Context: an optimization exercise on an open-source flow, tuned for small area. The choices shown serve that exercise and are no tape-out recipe. In this exercise RTL edits were held to simulation tests only and were not proved equivalent to the original. Power is estimated from default activity; no workload was simulated.

File: flow/run.sh
#!/bin/bash
# Layout flow: the standard ORFS flow (standard.sh) with these changes:
#  - synthesis is the standard one except that ABC maps the logic with an area-oriented
#    script (flow/abc_area.script) instead of abc_speed.script; the flip-flops, their names
#    and cell types are untouched (ABC maps only combinational logic);
#  - ports are buffered with the smallest buffer instead of clkdlybuf4s50_1;
#  - CTS uses clkbuf_8, clusters up to 16 flip-flops per leaf buffer and inserts no dummy loads;
# make's output goes to synth_make.log and flow_make.log here; each ORFS step keeps its own
# log under orfs/logs.
set -euo pipefail
W=$PWD
rm -rf "$W/scripts_abc"
cp -r "$FLOW_HOME/scripts" "$W/scripts_abc"
cp "$W/flow/abc_area.script" "$W/scripts_abc/abc_speed.script"
SCRIPTS_DIR="$W/scripts_abc" bash standard.sh synth > synth_make.log 2>&1
export BUFFER_PORTS_ARGS="-buffer_cell sky130_fd_sc_hd__buf_1"
export CTS_ARGS="-sink_clustering_enable -repair_clock_nets -buf_list sky130_fd_sc_hd__clkbuf_8 -sink_clustering_size 16 -sink_clustering_max_diameter 80 -dont_use_dummy_load"

bash standard.sh > flow_make.log 2>&1
File: flow/abc_area.script
strash
ifraig
scorr
dc2
strash
&get -n
&st
&dch
&nf -R 1000 -p
&put
File: standard.sh
#!/bin/bash
# synth_recipe.tcl (not shown) runs the flow's synth.tcl, then flattens the netlist and writes it again
# the make line also repeats each setting of config.mk as NAME=value (left out here)
make -C /OpenROAD-flow-scripts/flow DESIGN_CONFIG=/design/flow/config.mk WORK_HOME=/design/flow/orfs CLKGATE_MAP_FILE= SYNTH_SCRIPT=/design/flow/synth_recipe.tcl "${@:-finish}"
File: config.mk
export PLATFORM = sky130hd
export DESIGN_NAME = apb_accum_array
export DESIGN_NICKNAME = apb_accum_array
export VERILOG_FILES = /design/flow/design.v
export SDC_FILE = /design/flow/constraint.sdc
export NUM_CORES = 4
export LEC_CHECK = 0
export CAP_MARGIN = 10
export CORE_MARGIN = 2
export CORE_UTILIZATION = 50
export PLACE_DENSITY = 0.6
export SLEW_MARGIN = 10
File: constraint.sdc
create_clock -name core_clock -period 10.0 [get_ports {PCLK}]
set_input_delay 2.0000 -clock core_clock [delete_from_list [all_inputs] [get_ports {PCLK}]]
set_output_delay 2.0000 -clock core_clock [all_outputs]
set_load 0.01 [all_outputs]
File: design.v
package apb_accum_pkg;
  typedef enum logic [1:0] {
    OP_OR  = 2'b00,
    OP_AND = 2'b01,
    OP_XOR = 2'b10,
    OP_ADD = 2'b11
  } op_e;
  typedef enum logic {
    IDLE = 1'b0,
    ACK  = 1'b1
  } bus_state_e;
  localparam logic [3:0] OFS_DATA   = 4'h0;
  localparam logic [3:0] OFS_CTRL   = 4'h4;
  localparam logic [3:0] OFS_RESULT = 4'h8;
  localparam logic [3:0] OFS_STATUS = 4'hC;
  localparam int CTRL_START  = 0;
  localparam int CTRL_CLR    = 1;
  localparam int CTRL_OP_LSB = 2;
  localparam int CTRL_SAT    = 4;
  localparam int CTRL_IE     = 5;
  localparam int ST_BUSY = 0;
  localparam int ST_DONE = 1;
  localparam int ST_OVF  = 2;
endpackage
module apb_accum_channel
#(
  parameter int DATA_W = 32
) (
  input  logic              clk,
  input  logic              rst,
  input  logic              data_en,     
  input  logic              data_keep,   
  input  logic              ctrl_keep,
  input  logic              res_keep,
  input  logic [DATA_W-1:0] data_d,      
  input  logic              ctrl_en,     
  input  logic [3:0]        ctrl_d,      
  input  logic              res_en,      
  input  logic [DATA_W-1:0] res_d,       
  input  logic              ovf_set,
  input  logic              done_set,
  input  logic              wr_status,
  input  logic [2:1]        st_w1c,
  output logic [DATA_W-1:0] data,
  output logic [DATA_W-1:0] result,
  output logic [3:0]        ctrl,        
  output logic              done,
  output logic              ovf,
  output logic              irq_req
);
  always_ff @(posedge clk) begin
    data   <= (data   & {DATA_W{data_keep}}) | (data_d & {DATA_W{data_en}});
    ctrl   <= (ctrl   & {4{ctrl_keep}})      | (ctrl_d & {4{ctrl_en}});
    result <= (result & {DATA_W{res_keep}})  | (res_d  & {DATA_W{res_en}});
  end
  always_ff @(posedge clk) begin
    if (rst) begin
      done <= 1'b0;
      ovf  <= 1'b0;
    end else begin
      if (done_set)                    done <= 1'b1;
      else if (wr_status && st_w1c[1]) done <= 1'b0;
      if (ovf_set)                     ovf  <= 1'b1;
      else if (wr_status && st_w1c[2]) ovf  <= 1'b0;
    end
  end
  assign irq_req = done & ctrl[3];
endmodule
module apb_accum_array
#(
  parameter int DATA_W = 32,
  parameter int NUM_CH = 8,
  parameter int ADDR_W = 8,
  parameter int OP_LAT = 2
) (
  input  logic              PCLK,
  input  logic              PRESET,
  input  logic              PSEL,
  input  logic              PENABLE,
  input  logic              PWRITE,
  input  logic [ADDR_W-1:0] PADDR,
  input  logic [DATA_W-1:0] PWDATA,
  output logic [DATA_W-1:0] PRDATA,
  output logic              PREADY,
  output logic              PSLVERR,
  output logic              irq
);
  logic [2:0]        ch_idx, chan_q;
  logic [1:0]        ofs;
  logic              no_wr, start, bad_addr, err, commit, start_q, ctrl_wr_any;
  logic              wr_data, wr_ctrl, wr_status, res_wr, sel_d, sel_r, sel_c, sel_s;
  logic [DATA_W-1:0] ch_data [NUM_CH];
  logic [DATA_W-1:0] ch_res  [NUM_CH];
  logic [3:0]        ch_ctrl [NUM_CH];
  logic [NUM_CH-1:0] ch_done, ch_ovf, ch_irq, ch_hit, ch_d, ch_r, ch_c, ch_s;
  logic [DATA_W-1:0] dmux, rmux, alu_res, res_d, data_d;
  logic [3:0]        cmux;
  logic [1:0]        smux;
  logic              carry;
  logic [DATA_W:0]   sum;
  assign ch_idx   = PADDR[6:4];
  assign ofs      = PADDR[3:2];
  assign bad_addr = PADDR[7] | PADDR[1] | PADDR[0];
  assign err      = bad_addr | (PWRITE && ofs == 2'd2);
  assign commit   = PSEL & PENABLE & ~PREADY & PWRITE & ~err;
  assign wr_data   = commit && ofs == 2'd0;
  assign wr_ctrl   = commit && ofs == 2'd1;
  assign wr_status = commit && ofs == 2'd3;
  assign no_wr     = ~PSEL | ~PENABLE | PREADY | ~PWRITE | bad_addr;
  assign res_wr    = wr_ctrl & (PWDATA[apb_accum_pkg::CTRL_START] | PWDATA[apb_accum_pkg::CTRL_CLR]);
  assign start = PWDATA[apb_accum_pkg::CTRL_START];
  assign ctrl_wr_any = PWRITE && ofs == 2'd1;
  assign sel_d = ~PRESET & ~bad_addr & (ofs == 2'd0 | (ctrl_wr_any & start));
  assign sel_r = ~PRESET & ~bad_addr & (ofs == 2'd2 | (ctrl_wr_any & start & ~PWDATA[apb_accum_pkg::CTRL_CLR]));
  assign sel_c = ~bad_addr & ofs == 2'd1 & ~PWRITE;
  assign sel_s = ~bad_addr & ofs == 2'd3;
  always_comb begin
    dmux = '0;
    rmux = '0;
    cmux = '0;
    smux = '0;
    for (int i = 0; i < NUM_CH; i++) begin
      dmux = dmux | (ch_data[i] & {DATA_W{ch_d[i]}});
      rmux = rmux | (ch_res[i]  & {DATA_W{ch_r[i]}});
      cmux = cmux | (ch_ctrl[i] & {4{ch_c[i]}});
      smux = smux | ({ch_ovf[i], ch_done[i]} & {2{ch_s[i]}});
    end
  end
  logic [DATA_W-1:0] g, ra, s;
  logic              is_add, ms, mg, sat_all;
  assign is_add = PWDATA[apb_accum_pkg::CTRL_OP_LSB +: 2] == 2'd3;
  assign ms     = PWDATA[apb_accum_pkg::CTRL_OP_LSB +: 2] != 2'd1;
  assign mg     = ~PWDATA[apb_accum_pkg::CTRL_OP_LSB + 1];
  assign ra     = rmux & {DATA_W{is_add}};
  assign sum    = {1'b0, ra} + {1'b0, dmux};
  assign s      = sum[DATA_W-1:0] ^ (rmux & {DATA_W{~is_add}});
  assign g      = rmux & dmux;
  assign carry   = sum[DATA_W];
  assign sat_all = carry & PWDATA[apb_accum_pkg::CTRL_SAT];
  assign alu_res = (s & {DATA_W{ms}}) | (g & {DATA_W{mg}}) | {DATA_W{sat_all}};
  assign res_d  = alu_res;
  assign data_d = PRESET ? '0 : PWDATA;
  for (genvar g = 0; g < NUM_CH; g++) begin : g_ch
    assign ch_hit[g] = ch_idx == 3'(g);
    assign ch_d[g]   = ch_hit[g] & sel_d;
    assign ch_r[g]   = ch_hit[g] & sel_r;
    assign ch_c[g]   = ch_hit[g] & sel_c;
    assign ch_s[g]   = ch_hit[g] & sel_s;
    apb_accum_channel #(.DATA_W(DATA_W)) u_ch (
      .clk      (PCLK),
      .rst      (PRESET),
      .data_en  (PRESET | (ch_hit[g] & wr_data)),
      .data_keep(~PRESET & (no_wr | (ch_idx != 3'(g)) | (ofs != 2'd0))),
      .ctrl_keep(~PRESET & (no_wr | (ch_idx != 3'(g)) | (ofs != 2'd1))),
      .res_keep (~PRESET & (no_wr | (ch_idx != 3'(g)) | (ofs != 2'd1)
                            | ~(PWDATA[apb_accum_pkg::CTRL_START] | PWDATA[apb_accum_pkg::CTRL_CLR]))),
      .data_d   (data_d),
      .ctrl_en  (PRESET | (ch_hit[g] & wr_ctrl)),
      .ctrl_d   (PRESET ? 4'd0 : PWDATA[5:2]),
      .res_en   (PRESET | (ch_hit[g] & res_wr)),
      .res_d    (res_d),
      .ovf_set  (ch_hit[g] & wr_ctrl & PWDATA[apb_accum_pkg::CTRL_START]
                 & (PWDATA[3:2] == 2'd3) & carry),
      .done_set (start_q && chan_q == 3'(g)),
      .wr_status(ch_hit[g] & wr_status),
      .st_w1c   (PWDATA[2:1]),
      .data     (ch_data[g]),
      .result   (ch_res[g]),
      .ctrl     (ch_ctrl[g]),
      .done     (ch_done[g]),
      .ovf      (ch_ovf[g]),
      .irq_req  (ch_irq[g])
    );
  end
  always_ff @(posedge PCLK) begin
    if (PRESET) begin
      PREADY  <= 1'b0;
      start_q <= 1'b0;
    end else begin
      PREADY  <= PSEL & PENABLE & ~PREADY;
      start_q <= PREADY & PWRITE & ~err & (ofs == 2'd1) & PWDATA[apb_accum_pkg::CTRL_START];
    end
  end
  always_ff @(posedge PCLK) chan_q <= ch_idx;
  assign PRDATA  = dmux | rmux | DATA_W'({cmux, 2'b00}) | DATA_W'({smux, 1'b0});
  assign PSLVERR = err;
  assign irq     = |ch_irq;
endmodule
==> results.tsv, run 1 <==
metric	value	unit
root buffer cell	clkbuf_8	
critical path launch point type	input port	
Synth Area in XOR/XNOR	1.87	%
Longest Clk Path Bufs	3	
Starting DRT DRC Count	2054	
sequential share of the synthesized area	51.4	%
Final Critical Period	9.32	ns
Final ANT Viol Nets	0	
worst-path fanout max	29	
crit path buf inv count	4	
routed len/inst	22.5	um
Slew @ Worst Pin	1.15	ns
syn_nets	2604	
critical setup path kind	input port to flop	
dominant synthesized flop cell	dfxtp_1	
core box area	0.0433	mm2
worst path required time	10.48	ns
hpwl dp	46.6	mm
worst hold stages	2	
Post-Synthesis Cell Area	0.0220	mm2
Post-route DRC	0	
Slew Viols, Final	0	
first-pass GRT wire length	113	mm
final setup vio count	0	
CP arrival	9.80	ns
Worst-path clk slew	0.10	ns
CP max-delay cell	nor3_1	
Nets	2802	
CP Launch Point	PADDR[3]	
Starting Density	50.8	%
max-cap violation count	0	
Hold WS	0.462	ns
CTS sink cnt	565	
Compound-Gate Fraction of Synth Area	25.5	%
cell area power density	155	mW/mm2
FILL cells	4025	
#FFs+latches synth	565	
die width	214	um
fmax	0.107	GHz
layout cells sized above 1	5.67	%
Worst Hold Class	flop to flop	
drt pass-1 iters	8	
slowest stage delay, CP	0.76	ns
worst skew pair latency	0.67	ns
# rows	76	
ANT cells	0	
port buffer count	79	
adder-cell share of the synthesized area	2.31	%
final hold vios	0	
mux share of post-synthesis cell area	0	%
Area growth syn-to-layout	10.7	%
status	complete, no violations	
most frequent cells in the layout	dfxtp_1, nor2_1, nand2_1, a21oi_1, o21ai_0	
Cell variety after synth	39	
reg-to-reg slack, setup	2.69	ns
Num CTS Buffers	42	
CTS tree	built	
vias in the first global route	19134	
vias per std cell	6.16	
period utilization	93.2	%
Congestion Overflow GR	0	
asr flop ratio synth	0	%
Top Family by Delay on Critical Path	compound AO/OA/AOI/OAI gates	
Worst R2R Start	g_ch[3].u_ch.data[0]	
RePlAce Congestion	0.908	
post-synthesis simple-gate area fraction	18.3	%
syn_area_per_cell	8.73	um2
Worst Hold Path EP	g_ch[2].u_ch.data[7]	
pin count of the biggest net entering global routing	65	
hold path startpoint	g_ch[2].u_ch.data[7]	
initial antenna violation count	0	
die height	214	um
main combinational cell family by area after synthesis	compound AO/OA/AOI/OAI gates	
WL final	74.3	mm
Max IR drop VDD	101	uV
YS warnings	5	
vias	20317	
relative slew slack	23.4	%
commonest non-fill, non-tap cell in the layout	dfxtp_1	
unrepaired setup endpoints after global routing	true	
P_leak	9.01	nW
Clock H-tree levels	2	
Top Ports	80	
Total Routing Usage GR	32.4	%
fin util	56.3	%
clock skew	0.0677	ns
Crit. End Element	flop	
reg2reg path depth	35	
full die area	0.0457	mm2
worst r2r dst	g_ch[7].u_ch.result[27]	
synthesized instance count	2519	
number of flops mapped to enable cells by yosys	0	
cts-stage hold buffer count	0	
[report_power, final]
part           switching, mW  internal, mW  leakage [nW]
logic                  0.181        0.0772          4.07
registers             0.0543          2.35          4.64
clock network          0.722         0.378         0.302
total                  0.958          2.81          9.01
[flip-flops by register name (all words and copies together), names as in the netlist]
signal and cells:
g_ch.u_ch.data 256, g_ch.u_ch.result 256, g_ch.u_ch.ctrl 32, g_ch.u_ch.done 8, g_ch.u_ch.ovf 8, chan_q 3
PREADY 1, start_q 1
[worst min-delay path, cell delays in order, from the launching register on]
cell and delay, ns:
dfxtp_1 0.34, nand2_1 0.04, o21ai_0 0.05
[kinds of logic (layout without fill, tap and decap cells)]
kind of cell,after synthesis,in the layout
AOI/OAI and AO/OA,881,881
xor gates and xnor gates,47,47
adders and majority gates,40,40
buffers and inverters,34,230
DFF,565,565
and+or+nand+nor,952,952
[synth_stat cells (all sizes together) (4+ instances only)]
cell type,instances,area (um2)
nor2b,16,100
nor2,411,1540
a32oi,12,105
or3,4,25.0
clkinv,34,128
nand2,338,1270
nand4,5,31.3
a211oi,6,45.0
dfxtp,565,11300
a31oi,6,37.5
a21oi,293,1470
and3,66,413
o32ai,12,105
a221oi,28,245
a22oi,52,390
a21o,13,97.6
nor3,26,130
o21ai,277,1390
a22o,60,526
nand2b,42,263
a222oi,110,1100
nand3,31,155
xnor2,29,254
ha,39,488
xor2,18,158
[layer usage]
| metal | track usage [%] | up-vias | part of all wire (%) |
|---|---|---|---|
| met3 | 5.89 | 135 | 8.3 |
| met4 | 11.7 | 0 | 3.1 |
| met1 | 44.0 | 9770 | 43 |
| met5 | 0 | - | 0 |
| li1 | - | 9609 | - |
| met2 | 51.9 | 803 | 45 |
[worst max-delay path by stage]
| stage | cells past startpoint | slack [ns] | endpoint |
|---|---|---|---|
| global route | 38 | -0.03 | g_ch[4].u_ch.result[31] |
| detailed placement | 41 | 0.14 | g_ch[5].u_ch.result[25] |
| floorplan | 35 | 0.15 | g_ch[7].u_ch.result[9] |
| global placement | 41 | 0.41 | g_ch[7].u_ch.result[27] |
| CTS | 41 | 0.80 | g_ch[5].u_ch.result[25] |
| finish | 41 | 0.68 | g_ch[7].u_ch.result[27] |
[final cells by class]
cell class	count	area, um2	area share, %
Tap cell	585	732	3.01
Clock buffer	42	578	2.37
Timing Repair Buffer	154	862	3.54
Sequential cell	565	11300	46.5
Multi-Input combinational cell	1920	10700	44.1
Inverter	34	128	0.524
[through the flow]
step | instances | instance area [um2] | TNS, ns | worst slack, ns | total power [mW]
after CTS | 3300 | 24300 | 0 | 0.804 | 3.79
final | 3300 | 24300 | 0 | 0.682 | 3.77
after floorplan | 2519 | 22000 | 0 | 0.153 | 2.61
after global routing | 3300 | 24300 | -0.144 | -0.0269 | 3.90
after global placement | 3258 | 23800 | 0 | 0.408 | 2.70
after detailed placement | 3258 | 23800 | 0 | 0.140 | 2.71
[what timing repair did]
item	CTS	global route
setup buffers	0	0
endpoints found under the hold margin	0	0
resized for setup	0	1
endpoints found under the setup margin	0	16
==> run 2, diff against run 1 <==
--- a/config.mk
+++ b/config.mk
@@ -6,7 +6,9 @@
 export NUM_CORES = 4
 export LEC_CHECK = 0
-export CAP_MARGIN = 10
+export CAP_MARGIN = 20
 export CORE_MARGIN = 2
 export CORE_UTILIZATION = 50
+export CTS_CLUSTER_DIAMETER = 120
+export CTS_CLUSTER_SIZE = 30
 export PLACE_DENSITY = 0.6
-export SLEW_MARGIN = 10
+export SLEW_MARGIN = 20
==> run 2 against run 1 <==
  * Die area unchanged
  * Hold slack about the same
  * Non-clock buffer count unchanged
  * Register-to-register slack got worse by 0.03 ns
  * Cell area unchanged
  * Synthesized cell count unchanged
  * Clock skew increased by 0.0010 ns
  * Count of clock-buffer cells in the layout unchanged
  * Critical path type unchanged
  * Critical endpoint unchanged
  * Largest power group unchanged
==> results.tsv, run 2 <==
metric	value	unit
clock skew	0.0687	ns
dominant synthesized flop cell	dfxtp_1	
syn_area_per_cell	8.73	um2
syn_nets	2604	
switching share of power	25.4	%
Post-Synthesis Cell Area	0.0220	mm2
CTS sink cnt	565	
Final ANT Viol Nets	0	
Starting DRT DRC Count	2060	
CTS tree	built	
power share of the clock group	29.2	%
ANT cells	0	
# rows	76	
Final Critical Period	9.35	ns
Starting Density	50.8	%
Yosys top cell by area	dfxtp_1	
YS warnings	5	
first-pass GRT wire length	113	mm
final setup vio count	0	
CP arrival	9.82	ns
hpwl dp	46.6	mm
cell area power density	155	mW/mm2
port buffer count	79	
top cell type's share of synthesized area	51.4	%
PostCTS Resize Cnt	0	
Congestion Overflow GR	0	
Worst R2R Start	g_ch[3].u_ch.data[0]	
Num CTS Buffers	42	
CP max-delay cell	nor3_1	
Slew @ Worst Pin	0.984	ns
worst-path fanout max	29	
Switch Pwr	0.958	mW
RePlAce Congestion	0.908	
final hold vios	0	
Post-route DRC	0	
Top Registers	g_ch.u_ch.data x256, g_ch.u_ch.result x256, g_ch.u_ch.ctrl x32	
core box area	0.0433	mm2
hold path startpoint	g_ch[4].u_ch.data[3]	
vias per std cell	6.16	
cts-stage hold buffer count	0	
WL final	74.3	mm
root buffer cell	clkbuf_8	
worst path required time	10.48	ns
Slew Viols, Final	0	
Max IR drop VDD	101	uV
layout cells sized above 1	5.67	%
critical setup path kind	input port to flop	
synth cell count leaders	dfxtp_1, nor2_1, nand2_1, a21oi_1, o21ai_0	
Worst Hold Class	flop to flop	
worst skew pair latency	0.67	ns
fmax	0.107	GHz
number of flops mapped to enable cells by yosys	0	
Cell variety after synth	39	
setup bufs post-CTS	0	
Worst-path clk slew	0.10	ns
Comb power frac	6.9	%
most frequent cells in the layout	dfxtp_1, nor2_1, nand2_1, a21oi_1, o21ai_0	
Clock H-tree levels	2	
slowest stage delay, CP	0.77	ns
sequential share of the synthesized area	51.4	%
Pint	2.81	mW
relative slew slack	34.2	%
met1 Resource Use GR	44.0	%
full die area	0.0457	mm2
Hold WS	0.462	ns
CP Launch Point	PADDR[3]	
initial antenna violation count	0	
reg-to-reg slack, setup	2.66	ns
Crit. End Element	flop	
drt pass-1 iters	9	
most used routing layer	met2	
commonest non-fill, non-tap cell in the layout	dfxtp_1	
Longest Clk Path Bufs	3	
status	complete, no violations	
top-count cell post-synth	dfxtp_1	
Final Total Pwr	3.77	mW
Area growth syn-to-layout	10.7	%
critical path launch point type	input port	
Reg power frac	63.9	%
pin count of the biggest net entering global routing	65	
Top Ports	80	
#FFs+latches synth	565	
vias in the first global route	19134	
Finished Layout Cells	3300	
Nets	2802	
unrepaired setup endpoints after global routing	true	
routed len/inst	22.5	um
max-cap violation count	0	
synthesized instance count	2519	
die width	214	um
Total Routing Usage GR	32.4	%
met3 global-route usage	5.89	%
Synth area leaders	dfxtp_1, nor2_1, a21oi_1	
met2 Resource Use GR	51.9	%
period utilization	93.5	%
placed insts	3258	
asr flop ratio synth	0	%
vias	20343	
die height	214	um
P_leak	9.01	nW
[run 2: changes by cell type in the layout (fill, tap and decap cells not counted)]
| cell | before | now |
|---|---|---|
| and2_0 | 2 | 1 |
| and2_1 | 1 | 2 |
[run 2: metrics by stage]
step / area [um2] / worst slack [ns] / TNS [ns] / utilization (%)
after CTS: 24300 / 0.804 / 0 / 56.3
after floorplan: 22000 / 0.153 / 0 / -
after detailed placement: 23800 / 0.140 / 0 / 54.9
final: 24300 / 0.655 / 0 / 56.3
after global placement: 23800 / 0.408 / 0 / 54.9
after global routing: 24300 / -0.0269 / -0.144 / 56.3
[run 2: worst max-delay path: cells and delay by family]
| kind | cells | cell delay [ns] |
|---|---|---|
| AOI/OAI and AO/OA | 15 | 3.21 |
| buffers and inverters | 4 | 0.76 |
| and+or+nand+nor | 20 | 3.11 |
| adders and majority gates | 2 | 0.70 |
[run 2: metal layers]
metal	part of all wire (%)	up-vias	wire length, um
met5	0	-	0
met3	8.4	137	6240
li1	-	9611	-
met2	45	805	33500
met1	43	9790	32200
met4	3.1	0	2300
[run 2: kinds of logic (layout without fill, tap and decap cells)]
kind of cell | count (synthesis) | after routing | share of synthesized area (%)
buffers and inverters | 34 | 230 | 0.580
DFF | 565 | 565 | 51.4
xor gates and xnor gates | 47 | 47 | 1.87
adders and majority gates | 40 | 40 | 2.31
AOI/OAI and AO/OA | 881 | 881 | 25.5
and+or+nand+nor | 952 | 952 | 18.3
[run 2: final timing paths]
kind | endpoint | cells after the start
max | g_ch[7].u_ch.result[27] | 41
min | g_ch[4].u_ch.data[3] | 2
max reg2reg | g_ch[7].u_ch.result[27] | 35
min reg2reg | g_ch[4].u_ch.data[3] | 2
[run 2: cell type report]
class,count,area [um2]
Tap cell,585,732
Multi-Input combinational cell,1920,10700
Sequential cell,565,11300
Fill cell,4025,18900
Inverter,34,128
Clock buffer,42,578
Timing Repair Buffer,154,862
[run 2: power groups by stage]
stage | combinational (mW) | clock, mW | sequential (mW)
after global placement | 0.248 | 0 | 2.45
after CTS | 0.257 | 1.12 | 2.41
after floorplan | 0.161 | 0 | 2.44
after global routing | 0.287 | 1.19 | 2.42
after detailed placement | 0.257 | 0 | 2.46
final | 0.258 | 1.10 | 2.41
==> run 3, diff against run 2 <==
--- a/flow/run.sh
+++ b/flow/run.sh
@@ -2,5 +2,6 @@
 # Layout flow: the standard ORFS flow (standard.sh) with these changes:
 #  - synthesis is the standard one except that ABC maps the logic with an area-oriented
-#    script (flow/abc_area.script) instead of abc_speed.script; the flip-flops, their names
+#    script (flow/abc_area.script: 30 s of &deepsyn, then area-relaxed &nf) instead of
+#    abc_speed.script; the flip-flops, their names
 #    and cell types are untouched (ABC maps only combinational logic);
 #  - ports are buffered with the smallest buffer instead of clkdlybuf4s50_1;
==> flow/abc_area.script (replaced) <==
strash
ifraig
&get -n
&st
&deepsyn -T 30
&put
strash
&get -n
&st
&dch
&nf -R 1000 -p
&put
==> run 3 against run 2 <==
  * Clock skew decreased by 0.017 ns
  * Sequential power about the same
  * Worst setup slack worse by 0.27 ns
  * Global-route usage up 0.15 points
  * Core utilization grew 2.9 points
  * Combinational power grew 7.8%
  * Via count is 0.66% lower
  * Synthesized cell count is 12% lower
  * Count of clock-buffer cells in the layout fell by 1
  * Maximum frequency shrank 2.8%
  * Critical endpoint is now g_ch[7].u_ch.result[31]
==> results.tsv, run 3 <==
metric	value	unit
status	complete, no violations	
die height	213	um
Worst-path clk slew	0.11	ns
Stages on worst setup path	49	
critical setup path kind	input port to flop	
top cell type's share of synthesized area	51.9	%
worst path required time	10.53	ns
unrepaired setup endpoints after global routing	true	
syn_nets	2306	
Slew @ Worst Pin	1.14	ns
Worst R2R Start	g_ch[0].u_ch.data[1]	
Placement Cell Area	0.0247	mm2
WL final	74.6	mm
Post-route DRC	0	
critical path launch point type	input port	
Starting DRT DRC Count	2440	
Top Family by Delay on Critical Path	compound AO/OA/AOI/OAI gates	
Synth area leaders	dfxtp_1, a22o_1, nor2_1	
reg-to-reg slack, setup	2.46	ns
reg2reg path depth	41	
root buffer cell	clkbuf_8	
slowest stage delay, CP	0.47	ns
Top Ports	80	
FILL cells	3790	
fin worst setup slack	0.389	ns
CP endpoint	g_ch[7].u_ch.result[31]	
drt pass-1 iters	6	
Final ANT Viol Nets	0	
worst-path fanout max	8	
sequential share of the synthesized area	51.9	%
Total Routing Usage GR	32.6	%
CTS sink cnt	565	
Starting Density	50.6	%
RePlAce Congestion	0.902	
layout cells sized above 1	12.7	%
vias in the first global route	19001	
CP Launch Point	PADDR[0]	
number of flops mapped to enable cells by yosys	0	
Top Registers	g_ch.u_ch.data x256, g_ch.u_ch.result x256, g_ch.u_ch.ctrl x32	
clock skew	0.0517	ns
Num CTS Buffers	41	
Clock H-tree levels	2	
Area growth syn-to-layout	16.9	%
initial antenna violation count	0	
fmax	0.104	GHz
Slew Viols, Final	0	
vias	20209	
Yosys top cell by area	dfxtp_1	
ANT cells	0	
Final Critical Period	9.61	ns
commonest non-fill, non-tap cell in the layout	dfxtp_1	
syn_area_per_cell	9.81	um2
dominant synthesized flop cell	dfxtp_1	
Longest Clk Path Bufs	3	
Post-Layout Inst Area	0.0255	mm2
relative slew slack	24.1	%
Cell variety after synth	39	
crit path buf inv count	2	
max-cap violation count	0	
cell area power density	148	mW/mm2
die width	213	um
worst r2r dst	g_ch[7].u_ch.result[31]	
P_leak	10.3	nW
port buffer count	79	
full die area	0.0453	mm2
worst skew pair latency	0.67	ns
period utilization	96.1	%
most frequent cells in the layout	dfxtp_1, nor2_1, a22o_1, a21oi_1, buf_4	
core box area	0.0431	mm2
first-pass GRT wire length	113	mm
pin count of the biggest net entering global routing	75	
hpwl dp	45.4	mm
YS warnings	5	
CTS tree	built	
Post-Synthesis Cell Area	0.0218	mm2
Crit. End Element	flop	
asr flop ratio synth	0	%
#FFs+latches synth	565	
top-count cell post-synth	dfxtp_1	
FF/Latch Area	0.0113	mm2
routed len/inst	23.8	um
Congestion Overflow GR	0	
synthesized instance count	2221	
Nets	2632	
area of the multi-input gates	0.0107	mm2
Worst Hold Class	flop to flop	
Max IR drop VDD	122	uV
pre-CTS setup slack	-0.364	ns
vias per std cell	6.46	
final hold vios	0	
# rows	76	
synth cell count leaders	dfxtp_1, nor2_1, a22o_1, a21oi_1, a222oi_1	
CP max-delay cell	a21oi_4	
final setup vio count	0	
CP arrival	10.14	ns
run 3: where the power goes:
group	total, mW	switching [mW]	internal [mW]
combinational	0.278	0.190	0.0876
sequential	2.40	0.0523	2.35
clock	1.09	0.720	0.370
run 3: metrics by stage:
step | cells | hold slack (ns) | utilization [%] | TNS, ns | power (mW)
after floorplan | 2221 | 0.427 | - | 0 | 2.60
after global placement | 3077 | 0.434 | 57.2 | -26.71 | 2.71
after detailed placement | 3077 | 0.444 | 57.2 | -42.41 | 2.73
after CTS | 3118 | 0.467 | 58.5 | 0 | 3.79
after global routing | 3130 | 0.494 | 59.2 | -0.618 | 3.91
final | 3130 | 0.477 | 59.2 | 0 | 3.77
run 3: kinds of logic after synthesis:
family | after synthesis | share of synthesized area, %
and+or+nand+nor | 582 | 11.5
buffers and inverters | 60 | 1.03
xor gates and xnor gates | 21 | 0.844
DFF | 565 | 51.9
adders and majority gates | 40 | 2.33
muxes | 8 | 0.413
AOI/OAI and AO/OA | 945 | 32.0
run 3: cell type report:
type                       instances  area share (%)
tap                              585            2.87
clock buffer                      41            2.21
sequential                       565            44.4
inverter                          60           0.884
timing repair buffer             283            7.70
multi-input combinational       1596            41.9
run 3: worst min path at each step:
stage	cells after the start	startpoint	to	slack [ns]
final	1	PREADY	PREADY	0.48
after global routing	1	g_ch[5].u_ch.ctrl[0]	g_ch[5].u_ch.ctrl[0]	0.49
after CTS	1	g_ch[4].u_ch.result[31]	g_ch[4].u_ch.result[31]	0.47
after detailed placement	1	g_ch[4].u_ch.result[31]	g_ch[4].u_ch.result[31]	0.44
after global placement	1	g_ch[4].u_ch.result[31]	g_ch[4].u_ch.result[31]	0.43
after floorplan	1	g_ch[4].u_ch.result[31]	g_ch[4].u_ch.result[31]	0.43
run 3: repair_timing:
item | in CTS | in global routing
setup endpoints to repair | 0 | 256
hold buffers | 0 | 0
resized for setup | 0 | 33
buffers inserted | 0 | 10
hold endpoints to repair | 0 | 0
run 3: metal layers:
layer | part of all wire (%) | global-route usage, % | wire length, um
met2 | 45 | 50.8 | 33300
met1 | 43 | 45.9 | 32200
met3 | 9.2 | 5.57 | 6860
met5 | 0 | 0 | 0
met4 | 2.9 | 10.8 | 2150
==> run 4, diff against run 3 <==
--- a/design.v
+++ b/design.v
@@ -94,5 +94,5 @@
   logic [3:0]        ch_ctrl [NUM_CH];
   logic [NUM_CH-1:0] ch_done, ch_ovf, ch_irq, ch_hit, ch_d, ch_r, ch_c, ch_s;
-  logic [DATA_W-1:0] dmux, rmux, alu_res, res_d, data_d;
+  logic [DATA_W-1:0] dmux, rmux, alu_res, res_d;
   logic [3:0]        cmux;
   logic [1:0]        smux;
@@ -111,6 +111,6 @@
   assign start = PWDATA[apb_accum_pkg::CTRL_START];
   assign ctrl_wr_any = PWRITE && ofs == 2'd1;
-  assign sel_d = ~PRESET & ~bad_addr & (ofs == 2'd0 | (ctrl_wr_any & start));
-  assign sel_r = ~PRESET & ~bad_addr & (ofs == 2'd2 | (ctrl_wr_any & start & ~PWDATA[apb_accum_pkg::CTRL_CLR]));
+  assign sel_d = ~bad_addr & (ofs == 2'd0 | (ctrl_wr_any & start));
+  assign sel_r = ~bad_addr & (ofs == 2'd2 | (ctrl_wr_any & start & ~PWDATA[apb_accum_pkg::CTRL_CLR]));
   assign sel_c = ~bad_addr & ofs == 2'd1 & ~PWRITE;
   assign sel_s = ~bad_addr & ofs == 2'd3;
@@ -140,5 +140,4 @@
   assign alu_res = (s & {DATA_W{ms}}) | (g & {DATA_W{mg}}) | {DATA_W{sat_all}};
   assign res_d  = alu_res;
-  assign data_d = PRESET ? '0 : PWDATA;
   for (genvar g = 0; g < NUM_CH; g++) begin : g_ch
     assign ch_hit[g] = ch_idx == 3'(g);
@@ -150,13 +149,13 @@
       .clk      (PCLK),
       .rst      (PRESET),
-      .data_en  (PRESET | (ch_hit[g] & wr_data)),
+      .data_en  (~PRESET & ch_hit[g] & wr_data),
       .data_keep(~PRESET & (no_wr | (ch_idx != 3'(g)) | (ofs != 2'd0))),
       .ctrl_keep(~PRESET & (no_wr | (ch_idx != 3'(g)) | (ofs != 2'd1))),
       .res_keep (~PRESET & (no_wr | (ch_idx != 3'(g)) | (ofs != 2'd1)
                             | ~(PWDATA[apb_accum_pkg::CTRL_START] | PWDATA[apb_accum_pkg::CTRL_CLR]))),
-      .data_d   (data_d),
-      .ctrl_en  (PRESET | (ch_hit[g] & wr_ctrl)),
-      .ctrl_d   (PRESET ? 4'd0 : PWDATA[5:2]),
-      .res_en   (PRESET | (ch_hit[g] & res_wr)),
+      .data_d   (PWDATA),
+      .ctrl_en  (~PRESET & ch_hit[g] & wr_ctrl),
+      .ctrl_d   (PWDATA[5:2]),
+      .res_en   (~PRESET & ch_hit[g] & res_wr),
       .res_d    (res_d),
       .ovf_set  (ch_hit[g] & wr_ctrl & PWDATA[apb_accum_pkg::CTRL_START]
==> flow/run.sh (replaced) <==
#!/bin/bash
# Layout flow: the standard ORFS flow (standard.sh) with these changes:
#  - synthesis is the standard one except that ABC maps the logic with an area-oriented
#    script (flow/abc_area.script) instead of abc_speed.script; the flip-flops, their names
#    and cell types are untouched (ABC maps only combinational logic);
#  - ports are buffered with the smallest buffer instead of clkdlybuf4s50_1;
#  - CTS clusters up to 24 flip-flops per leaf buffer and inserts no dummy loads;
# make's output goes to synth_make.log and flow_make.log here; each ORFS step keeps its own
# log under orfs/logs.
set -euo pipefail
W=$PWD
rm -rf "$W/scripts_abc"
cp -r "$FLOW_HOME/scripts" "$W/scripts_abc"
cp "$W/flow/abc_area.script" "$W/scripts_abc/abc_speed.script"
SCRIPTS_DIR="$W/scripts_abc" bash standard.sh synth > synth_make.log 2>&1
export BUFFER_PORTS_ARGS="-buffer_cell sky130_fd_sc_hd__buf_1"
export CTS_ARGS="-sink_clustering_enable -repair_clock_nets -sink_clustering_size 24 -sink_clustering_max_diameter 100 -dont_use_dummy_load"

bash standard.sh > flow_make.log 2>&1
==> flow/abc_area.script (replaced) <==
strash
ifraig
scorr
dc2
strash
&get -n
&st
&dch
&nf -R 1000 -p
&put
==> run 4 against run 3 <==
  * Hold slack lost 0.016 ns
  * Critical path type unchanged
  * First-iteration DRC count grew 7.0%
  * Largest power group unchanged
  * Cell area fell by 0.58%
  * Power shrank 4.8%
  * Critical endpoint is now g_ch[1].u_ch.result[23]
==> results.tsv, run 4 <==
metric	value	unit
status	complete, no violations	
final hold vios	0	
sequential share of the synthesized area	51.5	%
worst skew pair latency	0.62	ns
P_leak	9.39	nW
WL final	80.3	mm
root buffer cell	clkbuf_16	
commonest non-fill, non-tap cell in the layout	dfxtp_1	
Top Ports	80	
Top Family by Delay on Critical Path	compound AO/OA/AOI/OAI gates	
Final TNS setup	0	ns
slowest stage delay, CP	0.44	ns
die height	214	um
Total Routing Usage GR	34.5	%
number of flops mapped to enable cells by yosys	0	
top cell type's share of synthesized area	51.5	%
Cell variety after synth	39	
Final Total Pwr	3.59	mW
Starting Density	50.8	%
YS warnings	5	
cell area power density	142	mW/mm2
Worst-path clk slew	0.09	ns
ANT cells	0	
layout cells sized above 1	9.75	%
Starting DRT DRC Count	2611	
crit path buf inv count	3	
Max IR drop VDD	154	uV
full die area	0.0456	mm2
core box area	0.0432	mm2
syn_area_per_cell	9.88	um2
worst-path fanout max	10	
clock skew	0.0514	ns
top-count cell post-synth	dfxtp_1	
Final ANT Viol Nets	0	
pin count of the biggest net entering global routing	59	
max-cap violation count	0	
critical path launch point type	input port	
Synth area leaders	dfxtp_1, a22o_1, nand2_1	
syn_nets	2306	
vias in the first global route	19346	
Area growth syn-to-layout	15.4	%
synth cell count leaders	dfxtp_1, a22o_1, nand2_1, o21ai_0, nor2_1	
Final Critical Period	9.56	ns
first-pass GRT wire length	120	mm
Longest Clk Path Bufs	3	
synthesized instance count	2221	
vias per std cell	6.66	
CTS tree	built	
# rows	76	
most frequent cells in the layout	dfxtp_1, a22o_1, nand2_1, o21ai_0, buf_4	
unrepaired setup endpoints after global routing	true	
Nets	2579	
pre-CTS setup slack	-0.159	ns
fmax	0.105	GHz
area of the multi-input gates	0.0109	mm2
critical setup path kind	input port to flop	
Clock H-tree levels	1	
final setup vio count	0	
hpwl dp	49.3	mm
drt pass-1 iters	6	
asr flop ratio synth	0	%
most frequent CP cell	a21o_1	
Worst Hold Class	flop to flop	
die width	214	um
vias	20489	
worst path required time	10.47	ns
FILL cells	3932	
#FFs+latches synth	565	
Crit. End Element	flop	
Slew @ Worst Pin	1.12	ns
CP arrival	10.03	ns
RePlAce Congestion	0.898	
Post-Synthesis Cell Area	0.0219	mm2
period utilization	95.6	%
initial antenna violation count	2	
CTS sink cnt	565	
Slew Viols, Final	0	
cts-stage hold buffer count	0	
relative slew slack	25.6	%
dominant synthesized flop cell	dfxtp_1	
Yosys top cell by area	dfxtp_1	
Top Registers	g_ch.u_ch.data x256, g_ch.u_ch.result x256, g_ch.u_ch.ctrl x32	
FF/Latch Area	0.0113	mm2
Num CTS Buffers	27	
Congestion Overflow GR	0	
fin worst setup slack	0.445	ns
port buffer count	79	
Post-route DRC	0	
CP max-delay cell	fa_1	
routed len/inst	26.1	um
[run 4: power breakdown]
| group | internal, mW | switching, mW |
|---|---|---|
| logic | 0.0275 | 0.118 |
| registers | 2.25 | 0.00114 |
| clock network | 0.482 | 0.711 |
[run 4: what timing repair did]
| item | CTS | global route |
|---|---|---|
| resized for setup | 0 | 3 |
| setup buffers | 0 | 3 |
| setup endpoints to repair | 0 | 55 |
[run 4: metrics by stage]
step,hold WS (ns),util [%],cells,instance area (um2)
floorplan,0.424,-,2221,22100
global placement,0.432,57.0,3047,24600
detailed placement,0.441,57.0,3047,24600
CTS,0.463,58.6,3074,25300
global route,0.482,58.7,3077,25300
finish,0.461,58.7,3077,25300
[run 4: cell families after synthesis]
logic type	count (synthesis)	synth area share, %
AOI/OAI and AO/OA	888	30.8
and+or+nand+nor	647	12.9
DFF	565	51.5
xor gates and xnor gates	46	1.84
adders and majority gates	40	2.31
buffers and inverters	35	0.599
[run 4: worst reg2reg max path, delay by kind of cell (launching register included)]
| family | cells | cell delay (ns) |
|---|---|---|
| buffers and inverters | 1 | 0.31 |
| adder cells (fa/ha/maj) | 2 | 0.68 |
| AO/OA/AOI/OAI | 22 | 4.62 |
| flip-flops | 1 | 0.33 |
| AND/OR/NAND/NOR | 14 | 1.56 |
[run 4: routing by layer]
| layer | share of wire, % | track usage [%] | vias up | routed length (um) |
|---|---|---|---|---|
| met4 | 2.3 | 9.58 | 4 | 1820 |
| met1 | 44 | 49.1 | 10148 | 35200 |
| met3 | 9.2 | 5.23 | 126 | 7360 |
| met2 | 45 | 54.7 | 1020 | 36000 |
| li1 | - | - | 9191 | - |
| met5 | 0.029 | 0 | - | 23 |
[run 4: layout make-up]
class	instances	share of cell area, %
flip-flops and latches	565	44.6
multi-input cells	1621	43.0
repair buffers	244	6.29
well taps	585	2.89
clock buffers	27	2.67
inverters	35	0.519
[run 4: worst paths after layout]
path	from	endpoint	slack, ns	depth (start not counted)
setup reg to reg	g_ch[6].u_ch.result[0]	g_ch[1].u_ch.result[23]	2.33	39
hold / removal	g_ch[0].u_ch.result[15]	g_ch[0].u_ch.result[15]	0.46	2
setup / recovery	PADDR[4]	g_ch[1].u_ch.result[23]	0.44	41
hold reg to reg	g_ch[0].u_ch.result[15]	g_ch[0].u_ch.result[15]	0.46	2

## port drivers added, routing unchanged
Ports are ideal in the flow. The routed layouts listed here were re-timed in OpenROAD. Step 1: set_driving_cell puts a clkbuf_16 on PCLK and a buf_2 on each other input, an assumption about the parent block. Step 2 times the ports against the registers' clock, not the clock port: input delays grow and output delays shrink by t, the midpoint of the rising clock arrivals with the driver on. Three values: no drivers, after step 1, after step 2; two values: the first two.
| run | t, ns | setup slack, ns | hold WS [ns] | clock arrival spread, ns |
|---|---|---|---|---|
| run 1 | 0.693 | 0.682 / 0.714 / 0.021 | 0.462 / 0.462 / 0.462 | 0.067 / 0.068 |
| run 2 | 0.692 | 0.655 / 0.686 / -0.005 | 0.462 / 0.462 / 0.462 | 0.068 / 0.069 |
| run 3 | 0.702 | 0.389 / 0.416 / -0.286 | 0.477 / 0.477 / 0.477 | 0.052 / 0.052 |
| run 4 | 0.657 | 0.445 / 0.483 / -0.174 | 0.461 / 0.461 / 0.461 | 0.052 / 0.052 |
Met with ideal ports but missed after step 2: setup timing in run 2, run 3 and run 4. The setup slack of run 3, which loses most, moves by +0.027 ns with the drivers and by -0.675 ns with both steps.
